Context: an optimization exercise on an open-source flow, tuned for small area and a short achievable clock period. The choices shown serve that exercise and are no tape-out recipe.

// mac_pipe_nxn
module mac_pipe_nxn #(
    parameter int unsigned DW    = 32,
    parameter int unsigned LAT   = 3,
    parameter int unsigned GUARD = 8
) (
    input  logic                  i_clk,
    input  logic                  i_rstn,
    input  logic                  i_valid,
    output logic                  o_ready,
    input  logic                  i_multa_ns,
    input  logic                  i_multb_ns,
    input  logic [DW-1:0]         i_multa,
    input  logic [DW-1:0]         i_multb,
    input  logic                  i_acc_en,
    input  logic                  i_acc_clr,
    output logic                  o_valid,
    input  logic                  i_ready,
    output logic [2*DW-1:0]       o_product,
    output logic [2*DW+GUARD-1:0] o_acc,
    output logic                  o_acc_ovf
);
For scale: about 37,000 um^2 of cells after synthesis.
clock: 12.5 ns
lec_check: 0
abc_area: 1
cap_margin: 20
core_margin: 2
core_utilization: 60
cts_buf_list: sky130_fd_sc_hd__clkbuf_2
slew_margin: 20
synth_hierarchical: 1
synth_minimum_keep_size: 0
standard.sh (not shown) runs the stock make flow with config.mk's settings and CLKGATE_MAP_FILE= SYNTH_SCRIPT=/design/flow/synth_recipe.tcl, a recipe that flattens the netlist after the stock synthesis.
==> flow/flow/run.sh <==
#!/bin/bash
# Layout flow: the standard flow (standard.sh, every ORFS step from synthesis to
# finish) with two settings changed:
#  - the ports are buffered with sky130_fd_sc_hd__buf_1 cells (buffer_ports -buffer_cell);
#  - the timing repair steps aim for 7.1 ns of setup slack (SETUP_SLACK_MARGIN).
# The constraints (clock period, input and output delays, loads) are the standard flow's, unchanged.
set -euo pipefail
bash standard.sh "BUFFER_PORTS_ARGS=-buffer_cell sky130_fd_sc_hd__buf_1" "SETUP_SLACK_MARGIN=7.1" finish > make_finish.log 2>&1
The starting point completed with no timing, DRC or antenna violations.
Then changed:
CTS_BUF_LIST = sky130_fd_sc_hd__clkbuf_8   (was sky130_fd_sc_hd__clkbuf_2)
The new run finished with timing, DRC and antenna clean.
Count of clock-buffer cells in the layout decreases by 65.
Wire length increases slightly.
Hold slack gains 25 ps.
Clock skew decreases by 130 ps.
Then changed:
==> flow/flow/run.sh (replaced) <==
#!/bin/bash
# Layout flow: the standard flow (standard.sh runs every ORFS step from synthesis to
# finish) with these settings changed:
#  - the ports are buffered with sky130_fd_sc_hd__buf_1 cells (buffer_ports -buffer_cell);
#  - the timing repair steps aim for 7.1 ns of setup slack (SETUP_SLACK_MARGIN);
#  - clock tree synthesis: -sink_clustering_enable -repair_clock_nets -buf_list sky130_fd_sc_hd__clkbuf_4 -dont_use_dummy_load
# The constraints (clock period, input and output delays, loads) are the standard flow's, unchanged.
# make's output goes to make_finish.log; each ORFS step logs to orfs/logs/.
set -euo pipefail
bash standard.sh "BUFFER_PORTS_ARGS=-buffer_cell sky130_fd_sc_hd__buf_1" "SETUP_SLACK_MARGIN=7.1" \
  "CTS_ARGS=-sink_clustering_enable -repair_clock_nets -buf_list sky130_fd_sc_hd__clkbuf_4 -dont_use_dummy_load" finish > make_finish.log 2>&1
CTS_BUF_LIST = not set   (was sky130_fd_sc_hd__clkbuf_8)
Outcome: Fmax goes up by 0.38%; sequential cell count is unchanged; cell area is lower by about 2.4%; clock-buffer cell count climbs by 22; global-route usage falls by 1.5 points; utilization drops by 1.6 points.
Then changed:
==> flow/flow/run.sh (replaced) <==
#!/bin/bash
# Layout flow: the standard flow (standard.sh, every ORFS step from synthesis to
# finish) with two settings changed:
#  - the ports are buffered with sky130_fd_sc_hd__buf_1 cells (buffer_ports -buffer_cell);
#  - the timing repair steps aim for 7.1 ns of setup slack (SETUP_SLACK_MARGIN).
# The constraints (clock period, input and output delays, loads) are the standard flow's, unchanged.
set -euo pipefail
bash standard.sh "BUFFER_PORTS_ARGS=-buffer_cell sky130_fd_sc_hd__buf_1" "SETUP_SLACK_MARGIN=7.1" finish > make_finish.log 2>&1
CTS_BUF_LIST = sky130_fd_sc_hd__clkbuf_4   (was not set)
CTS_CLUSTER_SIZE = 16   (was not set)
The changed run finished clean.
Synthesized area stays the same.
Clock-buffer cell count rose by 39.
Non-clock buffer count fell by 12.
Worst setup slack gets better by 41 ps.
Design area rises slightly.
Hold slack is about the same.
Fmax climbs slightly.
No run of this note included a check of the RTL's function; only the layout flow was run.

[what the ideal ports hide]
In the flow no input, the clock included, has a driving cell. The finished layouts below were timed again as built, in two steps. Step 1 sets driving cells, clkbuf_16 on the clock port and buf_2 on the other inputs (assumed; they add their load-dependent delay and slew). Step 2, shift: input delay + t, output delay - t, t = (earliest + latest rising clock arrival at the registers) / 2. This alone moves slack from input paths to output paths. Three values: ideal ports, drivers, drivers and shift; two values: the first two.
run	shift t [ns]	setup WS [ns]	worst hold slack (ns)	latest minus earliest clock arrival (ns)	cell pins on the clock port's net
the first run	1.151	7.052 / 7.052 / 7.052	0.407 / 0.407 / 0.407	0.203 / 0.203	1
the second run	0.763	7.043 / 7.043 / 7.043	0.432 / 0.432 / 0.432	0.080 / 0.080	1
the third run	0.849	7.063 / 7.063 / 7.063	0.410 / 0.410 / 0.410	0.114 / 0.114	1
the fourth run	0.900	7.104 / 7.079 / 7.079	0.412 / 0.412 / 0.412	0.094 / 0.094	1
After both steps setup and hold are still met in every run listed. For the fourth run, which loses most, drivers alone change the setup slack by -0.025 ns; drivers and shift together by -0.025 ns.
